This is an optimization exercise on Yosys and OpenROAD, whose aim is small area and a short achievable clock period, not a production implementation.
Function was checked by simulation only, so behaviour that the tests miss may differ from the original.
Power and IR drop assume default switching activity.

## wdc_acq_top
module wdc_acq_top (
  input  logic                                  lclk,
  input  logic                                  lclk_rst,
  input  logic [2*12-1:0]  i_adc_samp,
  input  logic [2*16-1:0]             i_trig_conf,
  input  logic                                  i_rd_en,
  input  logic                                  i_ltc_set,
  input  logic [48-1:0]                 i_ltc_val,
  output logic                                  o_rd_valid,
  output logic [48+3:0]                 o_rd_word,
  output logic [2-1:0]                o_overflow
);
  localparam int HW = 48 + 1;
  wdc_pkg::ltc_t ltc;
  logic [1:0] trig;
  logic [1:0] hdr_empty;
  logic [7:0] hdr_free;
  logic [7:0] samp_free;
  logic [7:0] sel;
  logic [(4 + 12)-1:0] psel;
  logic [HW-1:0] hdr_c [2];
  logic [7:0][3:0] ph;
  wdc_pkg::sample_t samp_c [2];
  logic lo_max;
  logic mid_max;
  logic [15:0] inc_lo;
  logic [15:0] inc_mid;
  logic [15:0] inc_hi;
  wdc_pkg::ltc_t pre [5];
  always_comb begin
    pre[0] = ltc;
    for (int l = 0; l < 4; l++) begin
      for (int i = 0; i < 48; i++) begin
        if ((i >> l) & 1) begin
          pre[l+1][i] = pre[l][i] & pre[l][((i >> l) << l) - 1];
        end else begin
          pre[l+1][i] = pre[l][i];
        end
      end
    end
    inc_lo  = ltc[15:0]  ^ {pre[4][14:0], 1'b1};
    inc_mid = ltc[31:16] ^ {pre[4][30:16], 1'b1};
    inc_hi  = ltc[47:32] ^ {pre[4][46:32], 1'b1};
  end
  always_ff @(posedge lclk) begin
    if (lclk_rst) begin
      ltc     <= '0;
      lo_max  <= 1'b0;
      mid_max <= 1'b0;
    end else if (i_ltc_set) begin
      ltc     <= i_ltc_val;
      lo_max  <= &i_ltc_val[15:0];
      mid_max <= &i_ltc_val[31:16];
    end else begin
      ltc[15:0] <= inc_lo;
      lo_max    <= (ltc[15:0] == 16'hfffe);
      if (lo_max) begin
        ltc[31:16] <= inc_mid;
        mid_max    <= (ltc[31:16] == 16'hfffe);
      end
      if (lo_max && mid_max) begin
        ltc[47:32] <= inc_hi;
      end
    end
  end
  for (genvar c = 0; c < 2; c++) begin : g_chan
  ...
Size in the first run: roughly 4,600 cells after synthesis, ~2,300 flip-flops, roughly 160 I/O pins.
Settings: LEC_CHECK=0, CAP_MARGIN=20, CORE_MARGIN=2, CORE_UTILIZATION=60, CTS_BUF_LIST=sky130_fd_sc_hd__clkbuf_16, CTS_CLUSTER_DIAMETER=100, CTS_CLUSTER_SIZE=25, SETUP_SLACK_MARGIN=1.7, SLEW_MARGIN=20; clock period 4.0 ns.
run.sh (not shown) runs the stock make flow with config.mk's settings and CLKGATE_MAP_FILE= SYNTH_SCRIPT=/design/flow/synth_recipe.tcl, a recipe that flattens the netlist after the stock synthesis.
==> next run, changes <==
CORE_UTILIZATION = 80   (was 60)
SETUP_SLACK_MARGIN = 2.0   (was 1.7)
Count of clock-buffer cells in the layout increases by 3.
Maximum frequency fell by 0.65%.
Design area goes up by 2.8%.
==> next run, changes <==
CORE_UTILIZATION = 60   (was 80)
Result: The changed run went through all stages and came out clean; total power is lower by 1.4%; global-route usage is lower by 14 points; clock-buffer cell count is unchanged; hold slack degrades by 0.015 ns.
==> next run, changes <==
==> flow/flow/run.sh (new file) <==
#!/bin/bash
set -euo pipefail
export BUFFER_PORTS_ARGS="-buffer_cell sky130_fd_sc_hd__buf_1"
bash standard.sh > flow_make.log 2>&1
==> flow/standard.sh (new file) <==
#!/bin/bash
# synth_recipe.tcl (not shown) runs the flow's synth.tcl, then flattens the netlist and writes it again
# the make line also repeats each setting of config.mk as NAME=value (left out here)
make -C /OpenROAD-flow-scripts/flow DESIGN_CONFIG=/design/flow/config.mk WORK_HOME=/design/flow/orfs CLKGATE_MAP_FILE= SYNTH_SCRIPT=/design/flow/synth_recipe.tcl "${@:-finish}"
CORE_UTILIZATION = 70   (was 60)
removed: flow/run.sh
What happened: Routed wire length climbs by 0.45%; setup slack degrades by 0.030 ns; via count increases by 2.9%.

========
wdc_acq_top, a different RTL version from the one above (not shown whole).
Size in the first run: about 4400 cells after synthesis, roughly 2300 flip-flops, about 66000 sq um of cells after synthesis.
Design wdc_acq_top, start of the top module:
module wdc_acq_top (
  input  logic                                  lclk,
  input  logic                                  lclk_rst,
  input  logic [2*12-1:0]  i_adc_samp,
  input  logic [2*16-1:0]             i_trig_conf,
  input  logic                                  i_rd_en,
  input  logic                                  i_ltc_set,
  input  logic [48-1:0]                 i_ltc_val,
  output logic                                  o_rd_valid,
  output logic [48+3:0]                 o_rd_word,
  output logic [2-1:0]                o_overflow
);
  localparam int HW = 48 + 5;
  wdc_pkg::ltc_t ltc;
  logic [3:0] tc;
  logic [1:0] trig;
  logic [1:0] hdr_empty;
  logic [7:0] hdr_free;
  logic [7:0] samp_free;
  logic [7:0] sel;
  logic [(4 + 12)-1:0] psel;
  logic [HW-1:0] hdr_c [2];
  wdc_pkg::sample_t samp_c [2];
  always_ff @(posedge lclk) begin
    if (lclk_rst) begin
      ltc <= '0;
      tc  <= '0;
    end else begin
      tc <= tc + 1'b1;
      if (i_ltc_set) begin
        ltc <= i_ltc_val;
      end else begin
        ltc <= ltc + 1'b1;
      end
    end
  end
  for (genvar c = 0; c < 2; c++) begin : g_chan
    wvf_capture u_capture (
      .lclk         (lclk),
      .lclk_rst     (lclk_rst),
      .i_samp       (i_adc_samp[c*12 +: 12]),
      .i_conf       (i_trig_conf[c*16 +: 16]),
      .i_other_trig (trig[1-c]),
      .i_ltc        (ltc),
      .i_tc         (tc),
      .i_hdr_free   (hdr_free[c*4 +: 4]),
      .i_samp_free  (samp_free[c*4 +: 4]),
      .i_sel        (sel[c*4 +: 4]),
      .i_psel       (psel),
      .o_trig       (trig[c]),
      .o_hdr_empty  (hdr_empty[c]),
      .o_hdr        (hdr_c[c]),
      .o_samp       (samp_c[c]),
      .o_overflow   (o_overflow[c])
    );
  end
  wvb_readout u_readout (
    .lclk        (lclk),
    .lclk_rst    (lclk_rst),
    .i_rd_en     (i_rd_en),
    .i_tc        (tc),
    .i_hdr_empty (hdr_empty),
    .i_hdr       (hdr_c[0] | hdr_c[1]),
    .i_samp      (samp_c[0] | samp_c[1]),
    .o_hdr_free  (hdr_free),
    .o_samp_free (samp_free),
    .o_sel       (sel),
    .o_psel      (psel),
    .o_rd_valid  (o_rd_valid),
    .o_rd_word   (o_rd_word)
  );
endmodule
make LEC_CHECK=0 CAP_MARGIN=20 CORE_MARGIN=2 CORE_UTILIZATION=60 CTS_BUF_LIST='sky130_fd_sc_hd__clkbuf_4 sky130_fd_sc_hd__clkbuf_8' CTS_CLUSTER_SIZE=30 SLEW_MARGIN=20 finish   # period 4.0 ns
Stock flow here: none of the scripts above is used.
Edit:
Settings changed: CORE_UTILIZATION 60 to 40, CTS_BUF_LIST sky130_fd_sc_hd__clkbuf_4 sky130_fd_sc_hd__clkbuf_8 to not set, CTS_CLUSTER_SIZE 30 to not set, SETUP_SLACK_MARGIN set to 1.5.
Non-clock buffer count is higher by 119.
Total power climbs by 1.0%.
Maximum frequency is higher by 16%.
Final cell count goes up by 10%.
Via count hardly moves.
Sequential share of layout area went down by 2.3 points.
Clock skew increases by 9.8 ps.
Final area increases by 3.6%.
Die area grows by 49%.
Sequential power barely changes.
Area after synthesis is unchanged.
Edit:
Settings changed: SETUP_SLACK_MARGIN 1.5 to not set.
- design area came out lower by about 2.6%
- clock power hardly moves
- sequential power stays flat
- power falls by about 1.2%
- wire length came out lower by 5.5%
- global-route usage goes down by 0.95 points
- sequential share of layout area came out higher by 1.7 points
- first-iteration DRC count drops by about 9%
- worst setup slack degrades by 430 ps
- critical path depth is higher by 1

========
== birch ==
wdc_acq_top, a different RTL version from the one above (not shown whole).
Size: about 0.067 mm2 of cells after synthesis.
clock: 4.0 ns
lec_check: 0
cap_margin: 20
core_margin: 2
core_utilization: 70
cts_buf_list: sky130_fd_sc_hd__clkbuf_16
cts_cluster_diameter: 100
cts_cluster_size: 25
setup_slack_margin: 2.15
slew_margin: 20
diff inputs: birch => pine
# birch
export LEC_CHECK = 0
export CAP_MARGIN = 20
export CORE_MARGIN = 2
export CORE_UTILIZATION = 70
export CTS_BUF_LIST = sky130_fd_sc_hd__clkbuf_16
export CTS_CLUSTER_DIAMETER = 100
export CTS_CLUSTER_SIZE = 25
export SETUP_SLACK_MARGIN = 2.15
export SLEW_MARGIN = 20
create_clock -name core_clock -period 4.0 [get_ports {lclk}]
# pine
export LEC_CHECK = 0
export CAP_MARGIN = 20
export CORE_MARGIN = 2
export CORE_UTILIZATION = 70
export CTS_BUF_LIST = sky130_fd_sc_hd__clkbuf_16
export CTS_CLUSTER_DIAMETER = 100
export CTS_CLUSTER_SIZE = 25
export SETUP_SLACK_MARGIN = 2.0
export SLEW_MARGIN = 20
create_clock -name core_clock -period 4.0 [get_ports {lclk}]
Findings:
pine finished all stages; the layout is clean.
Wire length after detailed routing of pine falls short of that of birch by a few percent.
Maximum achievable frequency: birch vs pine — no meaningful difference
Wire length on met2 (pine over birch): decrease, 4.3%

========
wdc_acq_top, a different RTL version from the one above (not shown whole).
For scale: roughly 2300 flip-flops, roughly 160 I/O pins, roughly 67000 um2 of cells after synthesis.
==> flow/config.mk <==
export PLATFORM = sky130hd
export DESIGN_NAME = wdc_acq_top
export DESIGN_NICKNAME = wdc_acq_top
export VERILOG_FILES = /design/flow/design.v
export SDC_FILE = /design/flow/constraint.sdc
export NUM_CORES = 4
export LEC_CHECK = 0
export CAP_MARGIN = 20
export CORE_MARGIN = 2
export CORE_UTILIZATION = 70
export CTS_BUF_LIST = sky130_fd_sc_hd__clkbuf_16
export CTS_CLUSTER_DIAMETER = 100
export CTS_CLUSTER_SIZE = 25
export SETUP_SLACK_MARGIN = 1.9
export SLEW_MARGIN = 20
==> flow/constraint.sdc <==
create_clock -name core_clock -period 4.0 [get_ports {lclk}]
set_input_delay 0.8000 -clock core_clock [delete_from_list [all_inputs] [get_ports {lclk}]]
set_output_delay 0.8000 -clock core_clock [all_outputs]
set_load 0.01 [all_outputs]
Edit:
--- a/flow/config.mk
+++ b/flow/config.mk
@@ -14 +14 @@
-export SETUP_SLACK_MARGIN = 1.9
+export SETUP_SLACK_MARGIN = 2.0
Critical path depth rises by 1.
Design area went up by 1.4%.
Area after synthesis stays the same.
Sequential share of layout area goes down by 0.93 points.
Wire length goes up by 1.8%.

[separate check: timing with driven ports]
No port has a modelled driver above. Below, the same layouts with a new extraction and two added sets of constraints.
Step 1, drivers: a clkbuf_16 drives lclk and a buf_2 each remaining input, both assumed.
Step 2 adds t to the input delays and takes it off the output delays; t is the mean of the earliest and latest rising clock arrival at the registers after step 1. Input paths then give back, and output paths get back, about the clock's delay inside the block.
a / b / c = ideal ports / drivers / drivers and shift; a / b = the first two.
run	shift t [ns]	setup slack, ns	hold slack, ns	worst slew at a driven data input, ns	cell pins on the clock port's net
the first run of note 1	0.793	1.671 / 1.671 / 1.004	0.326 / 0.326 / 0.326	0.07	1
the second run of note 1	0.806	1.655 / 1.655 / 1.240	0.274 / 0.221 / 0.322	0.07	1
the third run of note 1	0.809	1.937 / 1.869 / 1.323	0.259 / 0.214 / 0.329	0.05	1
the fourth run of note 1	0.794	1.907 / 1.829 / 1.472	0.209 / 0.165 / 0.318	0.05	1
the first run of note 2	1.027	0.986 / 0.986 / 0.978	0.296 / 0.266 / 0.316	0.15	1
the second run of note 2	0.902	1.391 / 1.391 / 0.853	0.285 / 0.285 / 0.285	0.08	1
the third run of note 2	0.879	0.964 / 0.964 / 0.854	0.271 / 0.271 / 0.271	0.08	1
birch	0.792	1.978 / 1.897 / 1.377	0.245 / 0.192 / 0.330	0.07	1
pine	0.782	1.980 / 1.905 / 1.300	0.272 / 0.221 / 0.332	0.11	1
the first run of note 4	0.794	1.868 / 1.860 / 1.222	0.329 / 0.329 / 0.329	0.06	1
the second run of note 4	0.774	1.945 / 1.912 / 1.317	0.255 / 0.204 / 0.315	0.06	1
After both steps setup and hold are still met in every run listed. The setup slack of pine, which loses most, moves by -0.075 ns with the drivers and by -0.680 ns with both steps.
